From an optimization exercise on the open Yosys and OpenROAD flow, aimed at small area, a short achievable clock period and few clock cycles; shortcuts taken in it are not production practice. The RTL was checked by simulation tests, not by an equivalence proof against the original design.

===== config.mk =====
export PLATFORM = sky130hd
export DESIGN_NAME = md_ctrl
export DESIGN_NICKNAME = md_ctrl
export VERILOG_FILES = /design/flow/design.v
export SDC_FILE = /design/flow/constraint.sdc
export NUM_CORES = 4
export LEC_CHECK = 0
export ABC_AREA = 1
export CAP_MARGIN = 20
export CORE_MARGIN = 2
export CORE_UTILIZATION = 40
export SETUP_SLACK_MARGIN = 5
export SLEW_MARGIN = 20

===== constraint.sdc =====
create_clock -name core_clock -period 12.0 [get_ports {clk}]
set_input_delay 2.4000 -clock core_clock [delete_from_list [all_inputs] [get_ports {clk}]]
set_output_delay 2.4000 -clock core_clock [all_outputs]
set_load 0.01 [all_outputs]

===== design.v =====
package md_pkg;
   typedef enum logic [1:0] {
      MD_MULT  = 2'b00,
      MD_MULTU = 2'b01,
      MD_DIV   = 2'b10,
      MD_DIVU  = 2'b11
   } md_op_e;
endpackage
module md_div_step (
   input  logic [33:0] x_i,
   input  logic [31:0] b_i,
   input  logic        sgn_i,
   input  logic [3:0]  one_i,
   input  logic [3:0]  two_i,
   input  logic [3:0]  neg_i,
   input  logic        top1_i,
   input  logic        cin_i,
   output logic [41:0] sum_o
);
   localparam int W = 42;
   logic [32:0]  bx;
   logic [W-1:0] r0, r1, r2, r3, r4, r5;
   logic [W-1:0] s1a, c1a, s1b, c1b, s2, c2, s3, c3;
   logic [34:0]  pp [4];
   function automatic logic [W-1:0] maj(input logic [W-1:0] a, b, c);
      maj = (a & b) | (a & c) | (b & c);
   endfunction
   always_comb begin
      bx = {sgn_i & b_i[31], b_i};
      for (int i = 0; i < 4; i++)
         pp[i] = (({35{one_i[i]}} & {{2{bx[32]}}, bx}) | ({35{two_i[i]}} & {bx[32], bx, 1'b0}))
                 ^ {35{neg_i[i]}};
      r0 = '0;
      r0[32:0] = x_i[32:0];
      r0[33]   = x_i[33];
      r0[34]   = ~x_i[33];
      r0[35]   = 1'b1;
      r0[37]   = 1'b1;
      r0[39]   = 1'b1;
      r0[41]   = 1'b1;
      r1 = '0;  r1[0 +: 35] = {~pp[0][34], pp[0][33:0]};
      r2 = '0;  r2[2 +: 35] = {~pp[1][34], pp[1][33:0]};  r2[0] = neg_i[0];
      r3 = '0;  r3[4 +: 35] = {~pp[2][34], pp[2][33:0]};  r3[2] = neg_i[1];
      r4 = '0;  r4[6 +: 35] = {~pp[3][34], pp[3][33:0]};  r4[4] = neg_i[2];
      r5 = '0;
      if (top1_i) r5[8 +: 33] = bx;
      r5[6] = neg_i[3];
      r5[0] = cin_i;
      s1a = r0 ^ r1 ^ r2;     c1a = maj(r0, r1, r2) << 1;
      s1b = r3 ^ r4 ^ r5;     c1b = maj(r3, r4, r5) << 1;
      s2  = s1a ^ c1a ^ s1b;  c2  = maj(s1a, c1a, s1b) << 1;
      s3  = s2 ^ c2 ^ c1b;    c3  = maj(s2, c2, c1b) << 1;
      sum_o = s3 + c3;
   end
endmodule
import md_pkg::*;
module md_ctrl (
   input  logic        clk,
   input  logic        rst_n,
   input  logic        md_start,
   input  logic [1:0]  md_op,
   input  logic [31:0] md_a,
   input  logic [31:0] md_b,
   input  logic        md_flush,
   input  logic        md_rd_hi,
   input  logic        md_rd_lo,
   input  logic        md_wr_hi,
   input  logic        md_wr_lo,
   output logic        md_stall,
   output logic        md_busy,
   output logic        md_done,
   output logic [31:0] hi,
   output logic [31:0] lo
);
   logic        busy_q, done_q;
   logic        st_mul_q, st_nega_q, st_prep_q, st_div_q, st_corr_q, st_fixq_q, st_fixr_q;
   logic [4:0]  cnt;
   logic        sgn_q, sa_q, sb_q, hx_q;
   logic [3:0]  one_q, two_q, neg_q;
   logic        top1_q;
   logic [31:0] hi_q, lo_q, b_q;
   logic        accept, signed_op;
   assign accept    = !busy_q && md_start && !md_flush;
   assign signed_op = !md_op[0];
   function automatic logic [11:0] booth8(input logic [7:0] y8, input logic ym1);
      logic [8:0] y;
      y = {y8, ym1};
      for (int i = 0; i < 4; i++) begin
         booth8[i]     = y[2*i] ^ y[2*i+1];
         booth8[4 + i] = (y[2*i+2] & ~y[2*i+1] & ~y[2*i]) | (~y[2*i+2] & y[2*i+1] & y[2*i]);
         booth8[8 + i] = y[2*i+2] & ~(y[2*i+1] & y[2*i]);
      end
   endfunction
   function automatic logic [5:0] lzc32(input logic [31:0] x);
      lzc32 = 6'd32;
      for (int i = 0; i < 32; i++) if (x[i]) lzc32 = 31 - i;
   endfunction
   logic [33:0] dp_x;
   logic        dp_cin;
   logic [41:0] dp_sum;
   logic        last;
   assign last   = (cnt == 5'd0);
   assign dp_cin = st_nega_q | st_fixq_q | st_fixr_q;
   always_comb begin
      if (st_mul_q | st_corr_q)        dp_x = {hx_q, hx_q, hi_q};
      else if (st_div_q)               dp_x = {hx_q, hi_q, lo_q[31]};
      else if (st_nega_q | st_fixq_q)  dp_x = {2'b11, ~lo_q};
      else                             dp_x = {~hx_q, ~hx_q, ~hi_q};
   end
   md_div_step u_step (
      .x_i    (dp_x),
      .b_i    (b_q),
      .sgn_i  (sgn_q),
      .one_i  (one_q),
      .two_i  (two_q),
      .neg_i  (neg_q),
      .top1_i (top1_q),
      .cin_i  (dp_cin),
      .sum_o  (dp_sum)
   );
   logic q;
   assign q = !dp_sum[41];
   logic [5:0]  lza, lzb, lza_q, lzb_q;
   logic [6:0]  sdiff;
   logic [5:0]  s;                   
   logic [5:0]  t;
   logic [31:0] rot, mask;
   logic        dvz, qneg;
   assign lza   = (signed_op && md_a[31]) ? lzc32(~md_a) - 6'd1 : lzc32(md_a);
   assign lzb   = lzc32((signed_op && md_b[31]) ? ~md_b : md_b);
   assign sdiff = {1'b0, lzb_q} - {1'b0, lza_q} + 7'd1;
   always_comb begin
      if (lzb_q == 6'd32)                 s = 6'd32;
      else if (sdiff[6] || sdiff == 7'd0) s = 6'd0;
      else                                s = sdiff[5:0];
   end
   assign t     = 6'd32 - s;
   assign dvz   = (b_q == 32'd0);
   assign qneg  = (sa_q ^ sb_q) && !dvz;
   always_comb begin
      rot = lo_q;
      for (int k = 0; k < 5; k++)
         if (t[k]) rot = (rot << (1 << k)) | (rot >> (32 - (1 << k)));
   end
   assign mask = t[5] ? 32'd0 : (32'hFFFF_FFFF << t[4:0]);
   always_ff @(posedge clk or negedge rst_n) begin
      if (!rst_n) begin
         busy_q    <= 1'b0;
         done_q    <= 1'b0;
         st_mul_q  <= 1'b0;
         st_nega_q <= 1'b0;
         st_prep_q <= 1'b0;
         st_div_q  <= 1'b0;
         st_corr_q <= 1'b0;
         st_fixq_q <= 1'b0;
         st_fixr_q <= 1'b0;
         cnt     <= 5'd0;
         hi_q      <= 32'd0;
         lo_q      <= 32'd0;
      end else begin
         done_q <= 1'b0;
         if (!busy_q) begin
            if (accept) begin
               busy_q    <= 1'b1;
               st_mul_q  <= !md_op[1];
               st_nega_q <= md_op[1] && signed_op && md_a[31];
               st_prep_q <= md_op[1] && !(signed_op && md_a[31]);
               cnt     <= 5'd3;
               hi_q      <= 32'd0;
               lo_q      <= md_a;
            end else if (!md_flush && !md_start) begin
               if (md_wr_hi) hi_q <= md_a;
               if (md_wr_lo) lo_q <= md_a;
            end
         end else if (st_mul_q) begin
            hi_q  <= dp_sum[39:8];
            lo_q  <= {dp_sum[7:0], lo_q[31:8]};
            cnt <= cnt - 5'd1;
            if (last) begin
               st_mul_q <= 1'b0;
               busy_q   <= 1'b0;
               done_q   <= 1'b1;
            end
         end else if (st_nega_q) begin
            lo_q      <= dp_sum[31:0];
            st_nega_q <= 1'b0;
            st_prep_q <= 1'b1;
         end else if (st_prep_q) begin
            st_prep_q <= 1'b0;
            hi_q      <= rot & ~mask;
            lo_q      <= rot & mask;
            cnt     <= ~t[4:0];
            if (!t[5]) begin
               st_div_q <= 1'b1;
            end else if (sa_q) begin
               st_fixr_q <= 1'b1;
            end else begin
               busy_q <= 1'b0;
               done_q <= 1'b1;
            end
         end else if (st_div_q) begin
            hi_q  <= dp_sum[31:0];
            lo_q  <= {lo_q[30:0], q};
            cnt <= cnt - 5'd1;
            if (last) begin
               st_div_q <= 1'b0;
               if (!q && !sa_q) begin
                  st_corr_q <= 1'b1;
               end else if (qneg) begin
                  st_fixq_q <= 1'b1;
               end else if (sa_q) begin
                  st_fixr_q <= 1'b1;
               end else begin
                  busy_q <= 1'b0;
                  done_q <= 1'b1;
               end
            end
         end else if (st_corr_q) begin
            hi_q      <= dp_sum[31:0];
            st_corr_q <= 1'b0;
            if (qneg) begin
               st_fixq_q <= 1'b1;
            end else begin
               busy_q <= 1'b0;
               done_q <= 1'b1;
            end
         end else if (st_fixq_q) begin
            lo_q      <= dp_sum[31:0];
            st_fixq_q <= 1'b0;
            if (sa_q) begin
               st_fixr_q <= 1'b1;
            end else begin
               busy_q <= 1'b0;
               done_q <= 1'b1;
            end
         end else begin
            hi_q      <= dp_sum[31:0];
            st_fixr_q <= 1'b0;
            busy_q    <= 1'b0;
            done_q    <= 1'b1;
         end
      end
   end
   always_ff @(posedge clk) begin
      if (accept) begin
         b_q   <= md_b;
         lza_q <= lza;
         lzb_q <= lzb;
         sgn_q <= signed_op;
         sa_q  <= signed_op && md_a[31];
         sb_q  <= signed_op && md_b[31];
      end
      if (accept | st_prep_q)        hx_q <= 1'b0;
      else if (st_mul_q)             hx_q <= dp_sum[40];
      else if (st_div_q | st_corr_q) hx_q <= dp_sum[32];
      if (accept) begin
         {neg_q, two_q, one_q} <= md_op[1] ? 12'd0 : booth8(md_a[7:0], 1'b0);
         top1_q                <= 1'b0;
      end else if (st_mul_q) begin
         {neg_q, two_q, one_q} <= booth8(lo_q[15:8], lo_q[7]);
         top1_q                <= (cnt == 5'd1) && !sgn_q && lo_q[15];
      end else if (st_prep_q) begin
         {neg_q, two_q, one_q} <= !t[5] ? {3'd0, ~sb_q, 4'd0, 4'd1} : 12'd0;
         top1_q                <= 1'b0;
      end else if (st_div_q) begin
         {neg_q, two_q, one_q} <= '0;
         if (!last) begin
            one_q[0] <= 1'b1;
            neg_q[0] <= q ^ sb_q;
         end else if (!q && !sa_q) begin
            one_q[0] <= 1'b1;
            neg_q[0] <= sb_q;
         end else if (!qneg && !q) begin
            one_q[0] <= 1'b1;
            neg_q[0] <= ~sb_q;
         end
      end else if (st_corr_q) begin
         {neg_q, two_q, one_q} <= '0;
      end else if (st_fixq_q) begin
         {neg_q, two_q, one_q} <= '0;
         one_q[0] <= hx_q;
         neg_q[0] <= hx_q & ~sb_q;
      end
   end
   assign md_busy  = busy_q;
   assign md_done  = done_q;
   assign hi       = hi_q;
   assign lo       = lo_q;
   assign md_stall = busy_q && (md_start || md_rd_hi || md_rd_lo || md_wr_hi || md_wr_lo);
endmodule

===== run.sh =====
#!/bin/bash
# synth_recipe.tcl (not shown) runs the flow's synth.tcl, then flattens the netlist and writes it again
# the make line also repeats each setting of config.mk as NAME=value (left out here)
make -C /OpenROAD-flow-scripts/flow DESIGN_CONFIG=/design/flow/config.mk WORK_HOME=/design/flow/orfs CLKGATE_MAP_FILE= SYNTH_SCRIPT=/design/flow/synth_recipe.tcl finish

==> metrics.yaml, run 1 <==
run_status: "no timing/DRC/antenna violations"
final-hold-violation-count: 0
syn_inst: 3057
ys_seq_area_share_pct: 17.8
drt_first_iter_violations: 2788
cts.clk_slew.worst_paths_ns: 0.07
cpLargestDelayFamily: "adder cells"
mappedNetlistNets: 3342
starting_density_of_the_core_pct: 40.3
areaGrowthSynthToFinish_pct: 12.2
cp.required_ns: 12.37
synth_flop_cell: "sky130_fd_sc_hd__dfrtp_1"
nets: 3389
placeableCoreArea_um2: 52300
worst_slew_pin_slew_ns: 1.21
final-setup-viol-count: 0
skew_ns: 0.0112
clock_insertion_delay_worst_skew_ns: 0.48
synthDominantCellAreaShare_pct: 12.6
synth-edff-count: 59
grt_overflow_total: 0
drt_drc_violations_left: 0
postSynthAreaPerCell_um2: 6.90
gp_congestion: 1.01
cts.hold.buffers_added: 0
critical_path.max_stage_delay_ns: 0.72
timing.max_cap.violations: 0
synthDominantAreaCellType: "sky130_fd_sc_hd__fa_1"
clock_tree.buffer_depth: 2
drive_gt1_share_pct: 4.43
io_buffers: 140
grt_setup_unrepaired: "no"
postRouteAntennaNets: 0
cts-buffers-inserted: 17
grt_pass1_wl_um: 155000
worstSetupEndpointType: "register"
route.vias.total: 23300
detailedRoute.firstPassIterationCount: 6
critPathMostFrequentCell: "sky130_fd_sc_hd__nand2_1"
ffs_w_async_s_r_synth_pct: 56.1
post-route-min-period_ns: 6.59
finish.utilization_pct: 45.3
synth_seq_cells: 139
worst_setup_path_start_kind: "register"
synth.area.top_cells: "sky130_fd_sc_hd__fa_1 (13%), sky130_fd_sc_hd__nand2_1 (9.6%), sky130_fd_sc_hd__dfrtp_1 (9.2%), sky130_fd_sc_hd__edfxtp_1 (8.4%), sky130_fd_sc_hd__inv_1 (7.9%)"
synth_cell_type_count: 74
dp.final_hpwl_um: 85100
number_of_placement_rows: 84
layout_commonest_cell: "sky130_fd_sc_hd__nand2_1"
overall_global_routing_usage_pct: 39.5
drt_wl_total_um: 108000
timing.final.max_slew_violations: 0
clockRootBuffer: "sky130_fd_sc_hd__clkbuf_16"
worst_path_arrival_ns: 6.96
dp.cells: 3768
cp_slowest_cell: "sky130_fd_sc_hd__clkinv_1"
antenna_violations_before_repair: 3
synth.yosys.warnings: 3
fp.dieH_um: 234
maxSlewHeadroom_pct: 18.9
clock_tree_from_tritoncts: "done"
total_die_area_um2: 54600
dieWidth_um: 234
crit_type: "register to register"
grt_start_max_net_pins: 67
holdCritPathClass: "register to register"
min_period_over_period_pct: 54.9
max_clock_freq_ghz: 0.152
tns_ns: 0
avgViaCountPerCell: 6.12
routed_wire_length_per_instance_um: 28.3
cts-htree-levels: 4
layout_common_cells: "sky130_fd_sc_hd__nand2_1 (542), sky130_fd_sc_hd__inv_1 (446), sky130_fd_sc_hd__nand3_1 (290)"
finalNonFillerCells: 3806
syn_area_um2: 21100
critical_path_peak_fanout: 22
vias_in_the_first_global_route: 22500
design.portCount: 141
timing.critical_path.buf_inv: 6
clkSinkCount: 139
final timing paths:
kind / startpoint / endpoint / slack (ns) / cells past startpoint
setup / recovery: neg_q[1] / lo_q[30] / 5.41 / 28
hold / removal: cnt[3] / cnt[3] / 0.59 / 1
setup reg to reg: neg_q[1] / lo_q[30] / 5.41 / 28
hold reg to reg: cnt[3] / cnt[3] / 0.59 / 1
max in group asynchronous: rst_n / lo_q[27] / 8.90 / 2
min in group asynchronous: rst_n / lo_q[6] / 1.80 / 1
through the flow:
stage / hold WS, ns / area, um2 / setup slack (ns)
6_report: 0.588 / 23700 / 5.41
4_1_cts: 0.590 / 23600 / 5.37
3_5_place_dp: 0.574 / 23000 / 5.42
3_3_place_gp: 0.576 / 23000 / 5.52
2_1_floorplan: 0.520 / 21100 / 5.72
5_1_grt: 0.639 / 23700 / 5.03
registers in the layout, indices dropped and copies added, names as in the netlist, 4 cells and up:
name   cells
cnt        5
b_q       32
neg_q      4
one_q      4
lo_q      32
two_q      4
hi_q      32
lzb_q      6
lza_q      6
layout make-up:
type / instances / area (um2)
Clock inverter: 13 / 155
Antenna cell: 1 / 2.50
Fill cell: 5439 / 28700
Multi-Input combinational cell: 2291 / 14900
Tap cell: 688 / 861
Sequential cell: 139 / 3760
Inverter: 462 / 1750
Timing Repair Buffer: 193 / 1810
Clock buffer: 19 / 443
Yosys cell counts (78+ instances only):
cell and number:
sky130_fd_sc_hd__nor2_1 244, sky130_fd_sc_hd__ha_1 78, sky130_fd_sc_hd__a21oi_1 160, sky130_fd_sc_hd__nand3_1 290
sky130_fd_sc_hd__clkbuf_1 119, sky130_fd_sc_hd__nand2_1 542, sky130_fd_sc_hd__o22ai_1 164, sky130_fd_sc_hd__o21ai_0 123
sky130_fd_sc_hd__dfrtp_1 78, sky130_fd_sc_hd__fa_1 133, sky130_fd_sc_hd__inv_1 447, sky130_fd_sc_hd__xor2_1 183
kinds of logic (layout without fill, tap and decap cells):
logic type,after synthesis,in the layout,share of synthesized area (%)
xor+xnor,198,198,8.25
buf+inv,627,687,11.8
mux,1,1,0.0534
other cells,0,1,0
flops,139,139,17.8
fa+ha+maj,211,211,17.2
simple gates,1181,1181,24.3
compound gates,700,700,20.5
what timing repair did:
action	CTS	global route
setup endpoints to repair	0	7
gates resized for setup	0	4
buffers inserted	0	3
routing by layer:
| metal | up-vias | GRT usage, % | part of all wire [%] |
|---|---|---|---|
| li1 | 10400 | - | - |
| met1 | 11400 | 51.1 | 41 |
| met2 | 1216 | 60.0 | 44 |
| met3 | 267 | 6.91 | 7.9 |
| met4 | 0 | 26.9 | 7.9 |
| met5 | - | 0 | 0 |
Testbench counts, summed over its fixed seeds: cycles 28,931.
==> run 2: changes to the inputs <==
--- a/config.mk
+++ b/config.mk
@@ -7,3 +7,3 @@
 export LEC_CHECK = 0
-export ABC_AREA = 1
+export ABC_CLOCK_PERIOD_IN_PS = 5500
 export CAP_MARGIN = 20
==> metrics.yaml, run 2 <==
layout_common_cells: "sky130_fd_sc_hd__nor2_1 (221), sky130_fd_sc_hd__inv_1 (197), sky130_fd_sc_hd__a21oi_1 (180), sky130_fd_sc_hd__nand2_1 (180), sky130_fd_sc_hd__o21ai_0 (158)"
timing.final.max_slew_violations: 0  # unchanged
dieWidth_um: 234  # about the same
grt_setup_unrepaired: "no"
design.portCount: 141  # unchanged
routed_wire_length_per_instance_um: 29.9  # +5.3%
synth-edff-count: 59  # unchanged
critical_path_peak_fanout: 31  # +41%
dp.cells: 3268  # -13%
synth.yosys.warnings: 3  # unchanged
placeableCoreArea_um2: 52400  # +0.20%
route.vias.total: 22200  # -4.9%
drt_drc_violations_left: 0  # unchanged
maxSlewHeadroom_pct: 24.6  # +5.7 points
worstSetupEndpointType: "register"
critical_path.max_stage_delay_ns: 0.58  # -0.14 ns
finalNonFillerCells: 3308  # -13%
grt_overflow_total: 0  # unchanged
clock_insertion_delay_worst_skew_ns: 0.50  # +0.02 ns
filler_cell_count: 5137  # -5.6%
skew_ns: 0.0167  # +0.00550 ns
yosys.cell_count.top_type: "sky130_fd_sc_hd__nor2_1"
cts_post_setup_buffers_inserted: 0  # unchanged
holdCritPathClass: "register to register"
postSynthAreaPerCell_um2: 8.13  # +18%
detailedRoute.firstPassIterationCount: 7  # +1
post-route-min-period_ns: 6.69  # +0.105 ns
grt_pass1_wl_um: 142000  # -8.5%
avgViaCountPerCell: 6.70  # +9.4%
clockRootBuffer: "sky130_fd_sc_hd__clkbuf_16"
nets: 2885  # -15%
ys_seq_area_share_pct: 17.8  # -0.023 points
layout_commonest_cell: "sky130_fd_sc_hd__nor2_1"
crit_type: "register to register"
cp.required_ns: 12.25  # -0.12 ns
worstPathCellList: "buf_4, or2_4, nand2_2, o21ai_0, nand2_1, o21ai_0, fa_1, inv_1, fa_1, inv_1, fa_1, ha_1, a21o_1, a21o_1, a2111oi_0, nor3_1, a31o_2, o21ai_0, nor2b_1, o311ai_2, mux2i_1, o31a_1"
finish.instance_area_um2: 23700  # about the same
worst_path_arrival_ns: 6.95  # about the same
final-setup-viol-count: 0  # unchanged
drt_wl_total_um: 98800  # -8.4%
cts-buffers-inserted: 17  # unchanged
max_clock_freq_ghz: 0.149  # -1.6%
grt_start_max_net_pins: 76  # +13%
drive_gt1_share_pct: 5.93  # +1.5 points
cts-htree-levels: 4  # unchanged
worst_slew_pin_slew_ns: 1.10  # -0.106 ns
areaGrowthSynthToFinish_pct: 12.0
post_dp_cell_area_um2: 23000  # about the same
timing.critical_path.buf_inv: 3  # -3
synth.area.top_cells: "sky130_fd_sc_hd__fa_1 (13%), sky130_fd_sc_hd__dfrtp_1 (9.2%), sky130_fd_sc_hd__edfxtp_1 (8.4%), sky130_fd_sc_hd__xnor2_1 (6.2%), sky130_fd_sc_hd__a22oi_1 (4.7%)"
clock_tree.buffer_depth: 2  # unchanged
worst_setup_path_start_kind: "register"
cpLargestDelayFamily: "compound AO/OA/AOI/OAI gates"
vias_in_the_first_global_route: 20800  # -7.4%
dp.final_hpwl_um: 73200  # -14%
synthDominantCellAreaShare_pct: 12.6  # -0.016 points
syn_inst: 2599  # -15%
place_worst_setup_slack_ns: 4.47  # -0.943 ns
ffs_w_async_s_r_synth_pct: 56.1  # unchanged
starting_density_of_the_core_pct: 40.3  # about the same
io_buffers: 140  # unchanged
register_area_um2: 3760  # about the same
total_die_area_um2: 54700  # +0.13%
cts.hold.buffers_added: 0  # unchanged
overall_global_routing_usage_pct: 35.9  # -3.6 points
clock_tree_from_tritoncts: "done"
timing.max_cap.violations: 0  # unchanged
area_of_combinational_cells_with_multiple_inputs_um2: 15800  # +6.0%
final_ws_setup_ns: 5.31  # -0.105 ns
cts.clk_slew.worst_paths_ns: 0.07  # about the same
mappedNetlistNets: 2884  # -14%
run_status: "no timing/DRC/antenna violations"
netlist_top_cells_count: "sky130_fd_sc_hd__nor2_1 (225), sky130_fd_sc_hd__clkbuf_1 (209), sky130_fd_sc_hd__inv_1 (198), sky130_fd_sc_hd__a21oi_1 (182), sky130_fd_sc_hd__nand2_1 (181)"
tns_ns: 0  # unchanged
syn_area_um2: 21100  # +0.13%
gp_congestion: 1.01  # +0.32%
cp_slowest_cell: "sky130_fd_sc_hd__a2111oi_0"
synthDominantAreaCellType: "sky130_fd_sc_hd__fa_1"
largestRegisters: "b_q (32), hi_q (32), lo_q (32)"
drt_first_iter_violations: 2739  # -1.8%
synth_flop_cell: "sky130_fd_sc_hd__dfrtp_1"
min_period_over_period_pct: 55.8  # +0.88 points
fp.dieH_um: 234  # about the same
synth_cell_type_count: 89  # +20%
antenna_violations_before_repair: 7  # +4
postRouteAntennaNets: 0  # unchanged
final-hold-violation-count: 0  # unchanged
synth_seq_cells: 139  # unchanged
clkSinkCount: 139  # unchanged
number_of_placement_rows: 84  # unchanged
run 2: cell count changes in the layout (fill, tap and decap cells not counted), moves of 75 or more:
| cell | previous run | this run |
|---|---|---|
| sky130_fd_sc_hd__xnor2_1 | 14 | 150 |
| sky130_fd_sc_hd__xor2_1 | 181 | 28 |
| sky130_fd_sc_hd__mux2i_1 | 0 | 75 |
| sky130_fd_sc_hd__o22ai_1 | 164 | 34 |
| sky130_fd_sc_hd__a22oi_1 | 9 | 132 |
| sky130_fd_sc_hd__inv_1 | 446 | 197 |
| sky130_fd_sc_hd__nand3_1 | 290 | 44 |
| sky130_fd_sc_hd__nand2_1 | 542 | 180 |
run 2: worst paths after layout:
check	cells past startpoint	slack, ns	endpoint	start
max in group asynchronous	2	9.23	lo_q[6]	rst_n
min in group asynchronous	1	1.73	cnt[1]	rst_n
min reg2reg	2	0.54	cnt[4]	cnt[4]
min	2	0.54	cnt[4]	cnt[4]
max reg2reg	22	5.31	neg_q[0]	st_nega_q
max	22	5.31	neg_q[0]	st_nega_q
run 2: worst reg2reg max path: stages, from the launching register on:
cell and delay (ns):
sky130_fd_sc_hd__dfrtp_1 0.32, sky130_fd_sc_hd__buf_4 0.43, sky130_fd_sc_hd__or2_4 0.40, sky130_fd_sc_hd__nand2_2 0.33, sky130_fd_sc_hd__o21ai_0 0.25, sky130_fd_sc_hd__nand2_1 0.07
sky130_fd_sc_hd__o21ai_0 0.13, sky130_fd_sc_hd__fa_1 0.46, sky130_fd_sc_hd__inv_1 0.09, sky130_fd_sc_hd__fa_1 0.41, sky130_fd_sc_hd__inv_1 0.08, sky130_fd_sc_hd__fa_1 0.41
sky130_fd_sc_hd__ha_1 0.40, sky130_fd_sc_hd__a21o_1 0.19, sky130_fd_sc_hd__a21o_1 0.18, sky130_fd_sc_hd__a2111oi_0 0.58, sky130_fd_sc_hd__nor3_1 0.13, sky130_fd_sc_hd__a31o_2 0.28
sky130_fd_sc_hd__o21ai_0 0.37, sky130_fd_sc_hd__nor2b_1 0.30, sky130_fd_sc_hd__o311ai_2 0.21, sky130_fd_sc_hd__mux2i_1 0.18, sky130_fd_sc_hd__o31a_1 0.26
run 2: layout make-up:
class | count | share of cell area (%)
diodes | 7 | 0.0740
multi-input cells | 2035 | 66.8
flip-flops and latches | 139 | 15.9
clock inverters | 12 | 0.354
clock buffers | 20 | 2.03
inverters | 200 | 3.17
well taps | 688 | 3.64
repair buffers | 207 | 8.05
run 2: repair_timing:
action,4_1_cts,5_1_grt
pin swaps,0,1
resized for setup,4,4
setup endpoints to repair,27,23
gates cloned,0,1
run 2: kinds of logic (layout without fill, tap and decap cells):
family,count (synthesis),count (layout),synth area share (%)
compound gates,834,834,26.5
xor+xnor,178,178,7.38
fa+ha+maj,211,211,17.2
buf+inv,426,439,7.82
flops,139,139,17.8
mux,113,113,7.65
other cells,0,7,0
simple gates,698,699,15.6
run 2: metal layers:
| layer | track usage (%) | share of wire, % |
|---|---|---|
| met1 | 48.5 | 41 |
| met5 | 0 | 0 |
| met4 | 16.7 | 4.8 |
| met2 | 53.8 | 44 |
| met3 | 8.93 | 11 |
run 2: through the flow:
step	hold slack, ns	utilization [%]
after floorplan	0.461	-
after global placement	0.495	43.9
after detailed placement	0.523	43.9
after CTS	0.538	45.0
after global routing	0.574	45.1
final	0.537	45.1
==> run 3: changes to the inputs <==
==> flow/run.sh (new file) <==
#!/bin/bash
set -euo pipefail
bash standard.sh SETUP_SLACK_MARGIN=5.8 finish > make_finish.log 2>&1
==> standard.sh (new file) <==
#!/bin/bash
# synth_recipe.tcl (not shown) runs the flow's synth.tcl, then flattens the netlist and writes it again
# the make line also repeats each setting of config.mk as NAME=value (left out here)
make -C /OpenROAD-flow-scripts/flow DESIGN_CONFIG=/design/flow/config.mk WORK_HOME=/design/flow/orfs CLKGATE_MAP_FILE= SYNTH_SCRIPT=/design/flow/synth_recipe.tcl "${@:-finish}"
--- a/config.mk
+++ b/config.mk
@@ -7,3 +7,3 @@
 export LEC_CHECK = 0
-export ABC_CLOCK_PERIOD_IN_PS = 5500
+export ABC_AREA = 1
 export CAP_MARGIN = 20
removed: run.sh
==> metrics.yaml, run 3 <==
grt_setup_unrepaired: "yes"
vias_in_the_first_global_route: 22300  # +7.3%
number_of_placement_rows: 84  # unchanged
ys_seq_area_share_pct: 17.8  # +0.023 points
design.portCount: 141  # unchanged
cts.clk_slew.worst_paths_ns: 0.07  # about the same
cts-htree-levels: 4  # unchanged
worst_path_arrival_ns: 6.29  # -0.66 ns
synth.yosys.warnings: 3  # unchanged
syn_area_um2: 21100  # -0.13%
post_dp_cell_area_um2: 23000  # about the same
cp_slowest_cell: "sky130_fd_sc_hd__fa_1"
clkSinkCount: 139  # unchanged
maxSlewHeadroom_pct: 26.8  # +2.2 points
layout_commonest_cell: "sky130_fd_sc_hd__nand2_1"
critical_path_peak_fanout: 26  # -16%
min_period_over_period_pct: 49.3  # -6.5 points
cpLargestDelayFamily: "adder cells"
max_clock_freq_ghz: 0.169  # +13%
grt_start_max_net_pins: 74  # -2.6%
run_status: "no timing/DRC/antenna violations"
syn_inst: 3057  # +18%
postSynthAreaPerCell_um2: 6.90  # -15%
finish.instance_area_um2: 24000  # +1.4%
clock_tree_from_tritoncts: "done"
yosys.cell_count.top_type: "sky130_fd_sc_hd__nand2_1"
place_worst_setup_slack_ns: 5.29  # +0.815 ns
drt_first_iter_violations: 2872  # +4.9%
synth_cell_type_count: 74  # -17%
timing.critical_path.depth: 27  # +23%
synth-edff-count: 59  # unchanged
cts-buffers-inserted: 17  # unchanged
synthDominantCellAreaShare_pct: 12.6  # +0.016 points
antenna_violations_before_repair: 2  # -5
starting_density_of_the_core_pct: 40.3  # about the same
synthDominantAreaCellType: "sky130_fd_sc_hd__fa_1"
nets: 3402  # +18%
total_die_area_um2: 54600  # -0.13%
worst_slew_pin_slew_ns: 1.10  # -0.00178 ns
grt_pass1_wl_um: 155000  # +8.8%
detailedRoute.firstPassIterationCount: 8  # +1
skew_ns: 0.0217  # +0.00498 ns
synth_seq_cells: 139  # unchanged
routed_wire_length_per_instance_um: 28.3  # -5.2%
synth_flop_cell: "sky130_fd_sc_hd__dfrtp_1"
layout_common_cells: "sky130_fd_sc_hd__nand2_1 (542), sky130_fd_sc_hd__inv_1 (443), sky130_fd_sc_hd__nand3_1 (289)"
grt_overflow_total: 0  # unchanged
worstSetupEndpointType: "register"
largestRegisters: "b_q (32), hi_q (32), lo_q (32)"
filler_cell_count: 5389  # +4.9%
placeableCoreArea_um2: 52300  # -0.20%
timing.final.max_slew_violations: 0  # unchanged
gp_congestion: 1.05  # +4.4%
fp.dieH_um: 234  # about the same
route.vias.total: 23500  # +6.3%
final-hold-violation-count: 0  # unchanged
dieWidth_um: 234  # about the same
worst_setup_path_start_kind: "register"
crit_type: "register to register"
holdCritPathClass: "register to register"
worstHoldPathCells: 1  # -1
final_ws_setup_ns: 6.09  # +0.781 ns
clock_tree.buffer_depth: 2  # unchanged
drive_gt1_share_pct: 5.97  # +0.043 points
io_buffers: 140  # unchanged
r2r.worst_path.cells: 27  # +23%
cp.required_ns: 12.37  # +0.12 ns
post-route-min-period_ns: 5.91  # -0.781 ns
critical_path.max_stage_delay_ns: 0.50  # -0.08 ns
netlist_top_cells_count: "sky130_fd_sc_hd__nand2_1 (542), sky130_fd_sc_hd__inv_1 (447), sky130_fd_sc_hd__nand3_1 (290), sky130_fd_sc_hd__nor2_1 (244), sky130_fd_sc_hd__xor2_1 (183)"
dp.final_hpwl_um: 83500  # +14%
drt_drc_violations_left: 0  # unchanged
synth.area.top_cells: "sky130_fd_sc_hd__fa_1 (13%), sky130_fd_sc_hd__nand2_1 (9.6%), sky130_fd_sc_hd__dfrtp_1 (9.2%), sky130_fd_sc_hd__edfxtp_1 (8.4%), sky130_fd_sc_hd__inv_1 (7.9%)"
clock_insertion_delay_worst_skew_ns: 0.49  # about the same
ffs_w_async_s_r_synth_pct: 56.1  # unchanged
overall_global_routing_usage_pct: 39.2  # +3.4 points
areaGrowthSynthToFinish_pct: 13.6
tns_ns: 0  # unchanged
drt_wl_total_um: 108000  # +9.5%
avgViaCountPerCell: 6.16  # -8.0%
clockRootBuffer: "sky130_fd_sc_hd__clkbuf_16"
timing.max_cap.violations: 0  # unchanged
r2r_setup_slack_ns: 6.09  # +0.78 ns
postRouteAntennaNets: 0  # unchanged
final-setup-viol-count: 0  # unchanged
mappedNetlistNets: 3342  # +16%
timing.critical_path.buf_inv: 5  # +2
[run 3: cell count changes in the layout (fill, tap and decap cells not counted), sizes merged, moves of 32 or more]
| cell | before | now |
|---|---|---|
| and2 | 42 | 2 |
| o22ai | 35 | 164 |
| mux2i | 76 | 0 |
| mux4 | 32 | 0 |
| xor2 | 28 | 183 |
| xnor2 | 150 | 15 |
| a22oi | 132 | 11 |
| a21o | 37 | 4 |
| nand3 | 44 | 296 |
| inv | 204 | 463 |
| nand2 | 182 | 549 |
[run 3: worst paths after layout]
path,from,endpoint
worst max register to register,st_nega_q,hx_q
min in group asynchronous,rst_n,lo_q[6]
worst max-delay path,st_nega_q,hx_q
worst min register to register,cnt[3],cnt[3]
max in group asynchronous,rst_n,st_div_q
worst min-delay path,cnt[3],cnt[3]
[run 3: cell families after synthesis]
kind of cell	share of synthesized area (%)
AND/OR/NAND/NOR	24.3
AO/OA/AOI/OAI	20.5
buffers and inverters	11.8
adder cells (fa/ha/maj)	17.2
XOR/XNOR	8.25
flip-flops	17.8
multiplexers	0.0534
[run 3: layer usage]
metal	part of all wire [%]	global-route usage [%]
met5	0.015	0.179
met1	40	50.9
met3	8.4	6.74
met4	6.9	22.8
met2	45	61.5
[run 3: per-stage QoR]
step                cells  hold WS (ns)  util, %
global placement     3767         0.575     44.0
detailed placement   3767         0.577     44.0
global route         3818         0.640     45.8
CTS                  3801         0.591     45.3
finish               3821         0.594     45.8
floorplan            3057         0.520        -
[run 3: final cells by class]
class | count | area, um2 | area share [%]
Antenna cell | 3 | 7.51 | 0.0313
Clock buffer | 17 | 425 | 1.77
Clock inverter | 15 | 148 | 0.616
Inverter | 462 | 1760 | 7.36
Multi-Input combinational cell | 2293 | 15100 | 62.8
Sequential cell | 139 | 3770 | 15.7
Tap cell | 688 | 861 | 3.59
Timing Repair Buffer | 203 | 1940 | 8.10
Timing Repair inverter | 1 | 5.00 | 0.0209
[run 3: worst reg2reg max path, cell delays in order, from the launching register on]
cell and delay (ns):
sky130_fd_sc_hd__dfrtp_1 0.34, sky130_fd_sc_hd__buf_6 0.27, sky130_fd_sc_hd__nor2_4 0.10, sky130_fd_sc_hd__buf_4 0.16, sky130_fd_sc_hd__clkbuf_16 0.19, sky130_fd_sc_hd__nand2_1 0.07, sky130_fd_sc_hd__o21ai_0 0.09, sky130_fd_sc_hd__a221oi_2 0.45
sky130_fd_sc_hd__fa_1 0.50, sky130_fd_sc_hd__inv_1 0.08, sky130_fd_sc_hd__fa_1 0.41, sky130_fd_sc_hd__inv_1 0.09, sky130_fd_sc_hd__fa_1 0.43, sky130_fd_sc_hd__ha_1 0.41, sky130_fd_sc_hd__nand2_1 0.10, sky130_fd_sc_hd__nor2_1 0.14
sky130_fd_sc_hd__nand2_1 0.11, sky130_fd_sc_hd__a31o_2 0.24, sky130_fd_sc_hd__o2111ai_1 0.12, sky130_fd_sc_hd__a21oi_1 0.11, sky130_fd_sc_hd__o21ai_0 0.31, sky130_fd_sc_hd__a21oi_1 0.18, sky130_fd_sc_hd__nor3_1 0.17, sky130_fd_sc_hd__nor2_1 0.09
sky130_fd_sc_hd__xor2_2 0.29, sky130_fd_sc_hd__o211ai_1 0.13, sky130_fd_sc_hd__nand3_1 0.17, sky130_fd_sc_hd__nor2_1 0.06
[run 3: repair_timing]
item,CTS,global route
pin swaps,2,8
endpoints found under the setup margin,69,69
hold buffers,0,0
hold endpoints to repair,0,0
buffers inserted,2,13
resized for setup,22,40
gates cloned,0,4
==> run 4: changes to the inputs <==
==> run.sh (new file) <==
#!/bin/bash
# synth_recipe.tcl (not shown) runs the flow's synth.tcl, then flattens the netlist and writes it again
# the make line also repeats each setting of config.mk as NAME=value (left out here)
make -C /OpenROAD-flow-scripts/flow DESIGN_CONFIG=/design/flow/config.mk WORK_HOME=/design/flow/orfs CLKGATE_MAP_FILE= SYNTH_SCRIPT=/design/flow/synth_recipe.tcl finish
--- a/config.mk
+++ b/config.mk
@@ -10,3 +10,3 @@
 export CORE_MARGIN = 2
-export CORE_UTILIZATION = 40
+export CORE_UTILIZATION = 60
 export SETUP_SLACK_MARGIN = 5
removed: flow/run.sh
removed: standard.sh
==> metrics.yaml, run 4 <==
maxSlewHeadroom_pct: 18.8  # -8.1 points
cp-endpoint: "hx_q"
cp_slowest_cell: "sky130_fd_sc_hd__nor4_1"
worst_setup_path_start_kind: "register"
cts.clk_slew.worst_paths_ns: 0.07  # about the same
drt_wl_total_um: 95000  # -12%
tns_ns: 0  # unchanged
post-route-min-period_ns: 6.81  # +0.894 ns
holdCritPathClass: "register to register"
critPathLaunch: "st_nega_q"
final-hold-violation-count: 0  # unchanged
cts-htree-levels: 4  # unchanged
synth_seq_cells: 139  # unchanged
max_clock_freq_ghz: 0.147  # -13%
postSynthAreaPerCell_um2: 6.90  # unchanged
run_status: "no timing/DRC/antenna violations"
mappedNetlistNets: 3342  # unchanged
worst_path_arrival_ns: 7.15  # +0.86 ns
reg2reg_from: "st_nega_q"
avgViaCountPerCell: 6.94  # +13%
final-setup-viol-count: 0  # unchanged
io_buffers: 140  # unchanged
synth-edff-count: 59  # unchanged
filler_cell_count: 2996  # -44%
areaGrowthSynthToFinish_pct: 10.2
largestRegisters: "b_q (32), hi_q (32), lo_q (32)"
min_period_over_period_pct: 56.7  # +7.5 points
clock_tree.buffer_depth: 2  # unchanged
finish.utilization_pct: 67.2  # +21 points
layout_common_cells: "sky130_fd_sc_hd__nand2_1 (542), sky130_fd_sc_hd__inv_1 (446), sky130_fd_sc_hd__nand3_1 (290)"
crit_type: "register to register"
synth_flop_cell: "sky130_fd_sc_hd__dfrtp_1"
skew_ns: 0.0122  # -0.00945 ns
dieWidth_um: 192  # -18%
gp_congestion: 1.08  # +2.5%
clock_insertion_delay_worst_skew_ns: 0.45  # -0.04 ns
antenna_violations_before_repair: 2  # unchanged
crit-reg2reg-capture: "hx_q"
syn_area_um2: 21100  # unchanged
design.portCount: 141  # unchanged
ffs_w_async_s_r_synth_pct: 56.1  # unchanged
synthDominantAreaCellType: "sky130_fd_sc_hd__fa_1"
ys_seq_area_share_pct: 17.8  # unchanged
clock_tree_from_tritoncts: "done"
vias_in_the_first_global_route: 23200  # +3.8%
synth.area.top_cells: "sky130_fd_sc_hd__fa_1 (13%), sky130_fd_sc_hd__nand2_1 (9.6%), sky130_fd_sc_hd__dfrtp_1 (9.2%), sky130_fd_sc_hd__edfxtp_1 (8.4%), sky130_fd_sc_hd__inv_1 (7.9%)"
area_of_combinational_cells_with_multiple_inputs_um2: 14900  # -1.2%
worst_slew_pin_slew_ns: 1.22  # +0.121 ns
syn_inst: 3057  # unchanged
clkSinkCount: 139  # unchanged
register_area_um2: 3760  # about the same
drt_first_iter_violations: 4092  # +42%
grt_start_max_net_pins: 74  # unchanged
total_die_area_um2: 36700  # -33%
route.vias.total: 24700  # +5.0%
placeableCoreArea_um2: 34600  # -34%
number_of_placement_rows: 68  # -19%
synth_cell_type_count: 74  # unchanged
detailedRoute.firstPassIterationCount: 8  # unchanged
routed_wire_length_per_instance_um: 26.7  # -5.7%
worstSetupEndpointType: "register"
drt_drc_violations_left: 0  # unchanged
grt_setup_unrepaired: "no"
overall_global_routing_usage_pct: 51.5  # +12 points
netlist_top_cells_count: "sky130_fd_sc_hd__nand2_1 (542), sky130_fd_sc_hd__inv_1 (447), sky130_fd_sc_hd__nand3_1 (290), sky130_fd_sc_hd__nor2_1 (244), sky130_fd_sc_hd__xor2_1 (183)"
synthDominantCellAreaShare_pct: 12.6  # unchanged
critical_path.max_stage_delay_ns: 0.58  # +0.08 ns
r2r_setup_slack_ns: 5.19  # -0.89 ns
critical_path_peak_fanout: 53  # +100%
timing.max_cap.violations: 0  # unchanged
cts-buffers-inserted: 17  # unchanged
cp.required_ns: 12.35  # -0.02 ns
r2r.worst_path.cells: 26  # -3.7%
nets: 3374  # -0.82%
clockRootBuffer: "sky130_fd_sc_hd__clkbuf_16"
drive_gt1_share_pct: 3.97  # -2.0 points
synth.yosys.warnings: 3  # unchanged
layout_commonest_cell: "sky130_fd_sc_hd__nand2_1"
timing.final.max_slew_violations: 0  # unchanged
starting_density_of_the_core_pct: 60.9  # +21 points
dp.final_hpwl_um: 72600  # -13%
cts.hold.buffers_added: 0  # unchanged
postRouteAntennaNets: 0  # unchanged
critPathMostFrequentCell: "sky130_fd_sc_hd__nor2_1"
fp.dieH_um: 192  # -18%
grt_overflow_total: 0  # unchanged
yosys.cell_count.top_type: "sky130_fd_sc_hd__nand2_1"
grt_pass1_wl_um: 141000  # -8.9%
run 4: timing repair:
item / 4_1_cts / 5_1_grt
setup endpoints to repair: 0 / 3
gates resized for setup: 0 / 1
buffers inserted: 0 / 1
run 4: final cells by class:
cell class,instances,share of cell area [%]
Timing Repair Buffer,178,7.24
Clock inverter,15,0.726
Tap cell,455,2.45
Clock buffer,17,1.83
Antenna cell,4,0.0430
Inverter,462,7.52
Sequential cell,139,16.2
Multi-Input combinational cell,2291,64.0
run 4: through the flow:
stage | instances | hold slack, ns | worst slack, ns | instance area [um2]
after floorplan | 3057 | 0.520 | 5.72 | 21100
after global placement | 3523 | 0.560 | 5.71 | 22600
after detailed placement | 3524 | 0.577 | 5.47 | 22600
after CTS | 3556 | 0.593 | 5.45 | 23200
after global routing | 3557 | 0.637 | 5.03 | 23200
final | 3561 | 0.596 | 5.19 | 23300
run 4: worst max-delay path: cells and delay by family, from the launching register on:
family | cells | cell delay, ns
fa+ha+maj | 4 | 1.75
xor+xnor | 1 | 0.40
buf+inv | 5 | 1.16
compound gates | 6 | 1.35
simple gates | 10 | 1.66
flops | 1 | 0.37
run 4: how the worst min path moves through the flow:
stage / cells past startpoint / endpoint / startpoint
2_1_floorplan: 1 / st_fixr_q / st_fixq_q
3_3_place_gp: 1 / cnt[3] / cnt[3]
3_5_place_dp: 3 / st_fixr_q / st_fixr_q
4_1_cts: 3 / st_fixr_q / st_fixr_q
5_1_grt: 3 / st_fixr_q / st_fixr_q
6_report: 3 / st_fixr_q / st_fixr_q
run 4: layer usage:
metal	up-vias	global-route usage (%)	part of all wire, %
li1	10400	-	-
met1	11500	62.4	34
met2	2296	76.6	41
met3	587	18.1	16
met4	2	35.4	9.2
met5	-	0	0.014
run 4: kinds of logic (layout without fill, tap and decap cells):
logic type | after synthesis | count (layout) | synth area share [%]
buffers and inverters | 627 | 672 | 11.8
adders and majority gates | 211 | 211 | 17.2
and+or+nand+nor | 1181 | 1181 | 24.3
xor gates and xnor gates | 198 | 198 | 8.25
muxes | 1 | 1 | 0.0534
AOI/OAI and AO/OA | 700 | 700 | 20.5
DFF | 139 | 139 | 17.8
other | 0 | 4 | 0
==> run 5: changes to the inputs <==
==> flow/run.sh (new file) <==
#!/bin/bash
set -euo pipefail
bash standard.sh SETUP_SLACK_MARGIN=6.4 finish > make_finish.log 2>&1
==> standard.sh (new file) <==
#!/bin/bash
# synth_recipe.tcl (not shown) runs the flow's synth.tcl, then flattens the netlist and writes it again
# the make line also repeats each setting of config.mk as NAME=value (left out here)
make -C /OpenROAD-flow-scripts/flow DESIGN_CONFIG=/design/flow/config.mk WORK_HOME=/design/flow/orfs CLKGATE_MAP_FILE= SYNTH_SCRIPT=/design/flow/synth_recipe.tcl "${@:-finish}"
--- a/config.mk
+++ b/config.mk
@@ -10,3 +10,3 @@
 export CORE_MARGIN = 2
-export CORE_UTILIZATION = 60
+export CORE_UTILIZATION = 40
 export SETUP_SLACK_MARGIN = 5
removed: run.sh
==> metrics.yaml, run 5 <==
run_status: "no timing/DRC/antenna violations"
worst_setup_path_start_kind: "register"
hold_start: "cnt[3]"
timing.critical_path.buf_inv: 7  # +2
netlist_top_cells_count: "sky130_fd_sc_hd__nand2_1 (542), sky130_fd_sc_hd__inv_1 (447), sky130_fd_sc_hd__nand3_1 (290), sky130_fd_sc_hd__nor2_1 (244), sky130_fd_sc_hd__xor2_1 (183)"
clock_tree_from_tritoncts: "done"
drt_first_iter_violations: 2886  # -29%
detailedRoute.firstPassIterationCount: 6  # -2
antenna_violations_before_repair: 2  # unchanged
starting_density_of_the_core_pct: 40.3  # -21 points
cts.clk_slew.worst_paths_ns: 0.07  # about the same
drt-met1-wl_um: 43100  # +33%
yosys.cell_count.top_type: "sky130_fd_sc_hd__nand2_1"
holdCritPathClass: "register to register"
io_buffers: 140  # unchanged
synth_cell_type_count: 74  # unchanged
max_clock_freq_ghz: 0.179  # +22%
layout_common_cells: "sky130_fd_sc_hd__nand2_1 (525), sky130_fd_sc_hd__inv_1 (428), sky130_fd_sc_hd__nand3_1 (285)"
final-hold-violation-count: 0  # unchanged
grt_overflow_total: 0  # unchanged
areaGrowthSynthToFinish_pct: 21.1
final-setup-viol-count: 0  # unchanged
maxSlewHeadroom_pct: 26.7  # +7.9 points
synth_flop_cell: "sky130_fd_sc_hd__dfrtp_1"
grt_setup_unrepaired: "yes"
layout_commonest_cell: "sky130_fd_sc_hd__nand2_1"
synth.yosys.warnings: 3  # unchanged
avgViaCountPerCell: 6.19  # -11%
post_dp_cell_area_um2: 23000  # +1.6%
cts-htree-levels: 4  # unchanged
crit_type: "register to register"
cts-buffers-inserted: 17  # unchanged
met2_wirelength_um: 49100  # +26%
placeableCoreArea_um2: 52300  # +51%
mappedNetlistNets: 3342  # unchanged
fp.dieH_um: 234  # +22%
clockRootBuffer: "sky130_fd_sc_hd__clkbuf_16"
critical_path_peak_fanout: 10  # -81%
cts.hold.buffers_added: 0  # unchanged
reg2reg_from: "st_nega_q"
synth-edff-count: 59  # unchanged
met3_length_um: 9840  # -34%
timing.final.max_slew_violations: 0  # unchanged
worst_path_arrival_ns: 5.96  # -1.19 ns
routed_wire_length_per_instance_um: 28.6  # +7.3%
post-route-min-period_ns: 5.60  # -1.21 ns
dp.final_hpwl_um: 83500  # +15%
timing.max_cap.violations: 0  # unchanged
clock_tree.buffer_depth: 2  # unchanged
synthDominantAreaCellType: "sky130_fd_sc_hd__fa_1"
critPathLaunch: "st_nega_q"
postSynthAreaPerCell_um2: 6.90  # unchanged
clkSinkCount: 139  # unchanged
overall_global_routing_usage_pct: 40.1  # -11 points
r2r_setup_slack_ns: 6.40  # +1.21 ns
dieWidth_um: 234  # +22%
grt_start_max_net_pins: 67  # -9.5%
finish.instance_area_um2: 25500  # +9.9%
cp.required_ns: 12.36  # about the same
cpLargestDelayFamily: "adder cells"
syn_area_um2: 21100  # unchanged
skew_ns: 0.0235  # +0.0113 ns
gp_congestion: 1.05  # -2.4%
synth.area.top_cells: "sky130_fd_sc_hd__fa_1 (13%), sky130_fd_sc_hd__nand2_1 (9.6%), sky130_fd_sc_hd__dfrtp_1 (9.2%), sky130_fd_sc_hd__edfxtp_1 (8.4%), sky130_fd_sc_hd__inv_1 (7.9%)"
maxUsedRoutingLayer: "met4"
worstSetupEndpointType: "register"
ffs_w_async_s_r_synth_pct: 56.1  # unchanged
postRouteAntennaNets: 0  # unchanged
drive_gt1_share_pct: 12.4  # +8.5 points
synth_seq_cells: 139  # unchanged
tns_ns: 0  # unchanged
clock_insertion_delay_worst_skew_ns: 0.49  # +0.04 ns
largestRegisters: "b_q (32), hi_q (32), lo_q (32)"
min_period_over_period_pct: 46.7  # -10 points
design.portCount: 141  # unchanged
total_die_area_um2: 54600  # +49%
drt_drc_violations_left: 0  # unchanged
vias_in_the_first_global_route: 22600  # -2.5%
worst_slew_pin_slew_ns: 1.10  # -0.118 ns
critical_path.max_stage_delay_ns: 0.50  # -0.08 ns
route.vias.total: 24000  # -2.8%
grt_pass1_wl_um: 158000  # +12%
drt_wl_total_um: 111000  # +17%
synthDominantCellAreaShare_pct: 12.6  # unchanged
ys_seq_area_share_pct: 17.8  # unchanged
syn_inst: 3057  # unchanged
nets: 3463  # +2.6%
cp_slowest_cell: "sky130_fd_sc_hd__fa_1"
number_of_placement_rows: 84  # +24%
## run 5: changes by cell type in the layout (fill, tap and decap cells not counted), sizes merged
cell	before	now
clkbuf	17	24
buf	39	119
bufbuf	0	1
inv	466	460
dlygate4sd2	0	3
clkdlybuf4s50	139	125
dlymetal6s2s	0	6
clkinv	9	8
diode	4	2
clkinvlp	1	9
clkdlybuf4s15	0	3
nand3	294	296
## run 5: area by class of cell
cell class                      instances  area [um2]
Inverter                              462        1780
Clock inverter                         15         148
Tap cell                              688         861
Multi-Input combinational cell       2293       15900
Sequential cell                       139        3770
Clock buffer                           17         425
Timing Repair Buffer                  264        2640
Fill cell                            5266       26800
Timing Repair inverter                  1        5.00
Antenna cell                            2        5.00
## run 5: logic make-up (layout without fill, tap and decap cells)
| logic type | count (synthesis) | count (layout) | synth area share (%) |
|---|---|---|---|
| compound gates | 700 | 700 | 20.5 |
| xor+xnor | 198 | 198 | 8.25 |
| fa+ha+maj | 211 | 211 | 17.2 |
| buf+inv | 627 | 759 | 11.8 |
| flops | 139 | 139 | 17.8 |
| mux | 1 | 1 | 0.0534 |
| other cells | 0 | 2 | 0 |
| simple gates | 1181 | 1183 | 24.3 |
## run 5: through the flow
| step | cells | setup slack (ns) | hold slack, ns | utilization [%] |
|---|---|---|---|---|
| 2_1_floorplan | 3057 | 6.52 | 0.520 | - |
| 4_1_cts | 3825 | 6.34 | 0.591 | 46.2 |
| 6_report | 3881 | 6.40 | 0.595 | 48.8 |
| 3_5_place_dp | 3767 | 5.29 | 0.577 | 44.0 |
| 3_3_place_gp | 3767 | 5.29 | 0.575 | 44.0 |
| 5_1_grt | 3880 | 6.18 | 0.640 | 48.8 |
## run 5: repair_timing
action / 4_1_cts / 5_1_grt
setup endpoints to repair: 73 / 66
endpoints found under the hold margin: 0 / 0
setup buffers: 21 / 49
gates resized for setup: 99 / 213
pin swaps: 22 / 85
cloned: 5 / 5
## run 5: layer usage
| metal | track usage (%) | up-vias |
|---|---|---|
| li1 | - | 10600 |
| met1 | 51.1 | 11700 |
| met2 | 62.9 | 1472 |
| met3 | 7.23 | 333 |
| met4 | 24.7 | 0 |
| met5 | 0.179 | - |
## run 5: worst paths after layout
kind,cells past startpoint,to
worst max register to register,28,lo_q[30]
min in group asynchronous,1,lo_q[6]
max in group asynchronous,2,st_div_q
worst min register to register,1,cnt[3]
worst max-delay path,28,lo_q[30]
worst min-delay path,1,cnt[3]
==> run 6: changes to the inputs <==
==> flow/run.sh (replaced) <==
#!/bin/bash
set -euo pipefail
bash standard.sh SETUP_SLACK_MARGIN=6.2 "BUFFER_PORTS_ARGS=-buffer_cell sky130_fd_sc_hd__buf_1" finish > make_finish.log 2>&1
==> metrics.yaml, run 6 <==
run_status: "no timing/DRC/antenna violations"
nets: 3434  # -0.84%
clkSinkCount: 139  # unchanged
drt_first_iter_violations: 2585  # -10%
worstSetupEndpointType: "register"
number_of_placement_rows: 84  # unchanged
critical_path_peak_fanout: 7  # -3
clockRootBuffer: "sky130_fd_sc_hd__clkbuf_16"
design.portCount: 141  # unchanged
antenna_violations_before_repair: 2  # unchanged
tns_ns: 0  # unchanged
synthDominantAreaCellType: "sky130_fd_sc_hd__fa_1"
final-setup-viol-count: 0  # unchanged
grt_pass1_wl_um: 150000  # -4.7%
dp.final_hpwl_um: 81000  # -3.1%
cp-endpoint: "lo_q[29]"
critical_path.max_stage_delay_ns: 0.49  # about the same
avgViaCountPerCell: 6.13  # -1.0%
worst_slew_pin_slew_ns: 1.14  # +0.0376 ns
vias_in_the_first_global_route: 21900  # -2.9%
mappedNetlistNets: 3342  # unchanged
clock_insertion_delay_worst_skew_ns: 0.47  # -0.02 ns
layout_commonest_cell: "sky130_fd_sc_hd__nand2_1"
skew_ns: 0.0116  # -0.0119 ns
dieWidth_um: 234  # unchanged
worstHoldPathCells: 2  # +1
post-route-min-period_ns: 5.66  # +0.0617 ns
starting_density_of_the_core_pct: 40.3  # unchanged
grt_start_max_net_pins: 72  # +7.5%
fin_hold_ws_ns: 0.595  # -0.000327 ns
netlist_top_cells_count: "sky130_fd_sc_hd__nand2_1 (542), sky130_fd_sc_hd__inv_1 (447), sky130_fd_sc_hd__nand3_1 (290), sky130_fd_sc_hd__nor2_1 (244), sky130_fd_sc_hd__xor2_1 (183)"
synth.area.top_cells: "sky130_fd_sc_hd__fa_1 (13%), sky130_fd_sc_hd__nand2_1 (9.6%), sky130_fd_sc_hd__dfrtp_1 (9.2%), sky130_fd_sc_hd__edfxtp_1 (8.4%), sky130_fd_sc_hd__inv_1 (7.9%)"
place_worst_setup_slack_ns: 5.21  # -0.0794 ns
drt_drc_violations_left: 0  # unchanged
critPathMostFrequentCell: "sky130_fd_sc_hd__nand2_1"
layout_common_cells: "sky130_fd_sc_hd__nand2_1 (538), sky130_fd_sc_hd__inv_1 (440), sky130_fd_sc_hd__nand3_1 (289)"
detailedRoute.firstPassIterationCount: 8  # +2
syn_area_um2: 21100  # unchanged
total_die_area_um2: 54600  # unchanged
reg2reg_from: "st_nega_q"
cts-buffers-inserted: 17  # unchanged
synthDominantCellAreaShare_pct: 12.6  # unchanged
holdCritPathClass: "register to register"
overall_global_routing_usage_pct: 38.1  # -1.9 points
final-hold-violation-count: 0  # unchanged
ys_seq_area_share_pct: 17.8  # unchanged
postSynthAreaPerCell_um2: 6.90  # unchanged
maxSlewHeadroom_pct: 23.9  # -2.8 points
largestRegisters: "b_q (32), hi_q (32), lo_q (32)"
placeableCoreArea_um2: 52300  # unchanged
cp.required_ns: 12.40  # +0.04 ns
route.vias.total: 23600  # -1.8%
max_clock_freq_ghz: 0.177  # -1.1%
gp_congestion: 1.06  # +0.91%
worst_path_arrival_ns: 6.06  # +0.10 ns
worst_setup_path_start_kind: "register"
cts-htree-levels: 4  # unchanged
r2r_setup_slack_ns: 6.34  # -0.06 ns
ffs_w_async_s_r_synth_pct: 56.1  # unchanged
r2r.worst_path.cells: 29  # +3.6%
yosys.cell_count.top_type: "sky130_fd_sc_hd__nand2_1"
grt_overflow_total: 0  # unchanged
synth_seq_cells: 139  # unchanged
timing.max_cap.violations: 0  # unchanged
crit_type: "register to register"
crit-reg2reg-capture: "lo_q[29]"
postRouteAntennaNets: 0  # unchanged
synth-edff-count: 59  # unchanged
drt_wl_total_um: 105000  # -5.1%
fp.dieH_um: 234  # unchanged
clock_tree.buffer_depth: 2  # unchanged
clock_tree_from_tritoncts: "done"
cts.clk_slew.worst_paths_ns: 0.07  # about the same
syn_inst: 3057  # unchanged
io_buffers: 140  # unchanged
synth_cell_type_count: 74  # unchanged
areaGrowthSynthToFinish_pct: 13.2
grt_setup_unrepaired: "yes"
final_ws_setup_ns: 6.34  # -0.0617 ns
synth_flop_cell: "sky130_fd_sc_hd__dfrtp_1"
synth.yosys.warnings: 3  # unchanged
critPathLaunch: "st_nega_q"
routed_wire_length_per_instance_um: 27.4  # -4.4%
drive_gt1_share_pct: 8.60  # -3.8 points
cp_slowest_cell: "sky130_fd_sc_hd__fa_1"
timing.final.max_slew_violations: 0  # unchanged
min_period_over_period_pct: 47.2  # +0.51 points
[run 6: worst max-delay path, delay by kind of cell, from the launching register on]
family / cells / cell delay [ns]
fa+ha+maj: 4 / 1.82
compound gates: 8 / 1.30
flops: 1 / 0.43
buf+inv: 5 / 0.66
simple gates: 11 / 0.97
xor+xnor: 1 / 0.38
[run 6: how the worst min path moves through the flow]
stage                          from   endpoint
after floorplan           st_fixq_q  st_fixr_q
after global placement       cnt[3]     cnt[3]
after detailed placement     top1_q     top1_q
after CTS                    top1_q     top1_q
after global routing         top1_q     top1_q
final                        top1_q     top1_q
[run 6: cell type report]
type	instances	area (um2)
inverter	462	1780
clock inverter	14	175
timing repair buffer	237	1520
fill	5426	28500
clock buffer	18	429
antenna	1	2.50
tap	688	861
timing repair inverter	1	5.00
sequential	139	3770
multi-input combinational	2291	15300
[run 6: repair_timing]
item | 4_1_cts | 5_1_grt
hold buffers | 0 | 0
pin swaps | 7 | 30
resized for setup | 54 | 91
endpoints found under the setup margin | 52 | 49
hold endpoints to repair | 0 | 0
cloned | 2 | 5
setup buffers | 12 | 28
[run 6: logic make-up (layout without fill, tap and decap cells)]
kind of cell	Yosys count	in the layout	share of synthesized area (%)
xor+xnor	198	198	8.25
other cells	0	1	0
compound gates	700	700	20.5
mux	1	1	0.0534
fa+ha+maj	211	211	17.2
flops	139	139	17.8
simple gates	1181	1181	24.3
buf+inv	627	732	11.8
[run 6: metrics by stage]
stage	std cells	util (%)	area, um2
floorplan	3057	-	21100
global placement	3770	42.3	22200
detailed placement	3771	42.4	22200
CTS	3817	44.2	23100
global route	3850	45.6	23900
finish	3851	45.6	23900
[run 6: layer usage]
layer / track usage [%] / part of all wire, %
met1: 49.2 / 40
met2: 57.6 / 43
met3: 7.12 / 8.8
met4: 26.5 / 8.1
met5: 0 / 0.025

## re-timing with driven ports
The flow's constraints put no driver on any port. The routed layouts listed below were extracted and timed again, unchanged, in two steps. Step 1: set_driving_cell puts a clkbuf_16 on clk and a buf_2 on each other input, an assumption about the parent block. Step 2 also shifts input and output timing later by t, the mid clock arrival at the registers, as if the neighbouring blocks saw the same clock. Three values: ideal ports, drivers, drivers and shift; two values: the first two.
run | shift t [ns] | setup slack, ns | clock arrival spread, ns | worst register clock-pin slew, ns | worst data-port slew with drivers (ns)
run 1 | 0.536 | 5.412 / 5.412 / 5.412 | 0.011 / 0.011 | 0.07 / 0.07 | 0.05
run 2 | 0.550 | 5.307 / 5.307 / 5.307 | 0.017 / 0.016 | 0.08 / 0.08 | 0.04
run 3 | 0.532 | 6.087 / 6.087 / 5.642 | 0.022 / 0.022 | 0.08 / 0.08 | 0.05
run 4 | 0.497 | 5.193 / 5.193 / 5.193 | 0.012 / 0.012 | 0.07 / 0.07 | 0.06
run 5 | 0.544 | 6.402 / 6.402 / 6.066 | 0.023 / 0.023 | 0.08 / 0.08 | 0.04
run 6 | 0.528 | 6.340 / 6.340 / 6.050 | 0.011 / 0.011 | 0.07 / 0.07 | 0.05
After both steps every run listed still meets setup and hold. For run 3, which loses most, drivers alone change the setup slack by 0.000 ns; drivers and shift together by -0.445 ns.
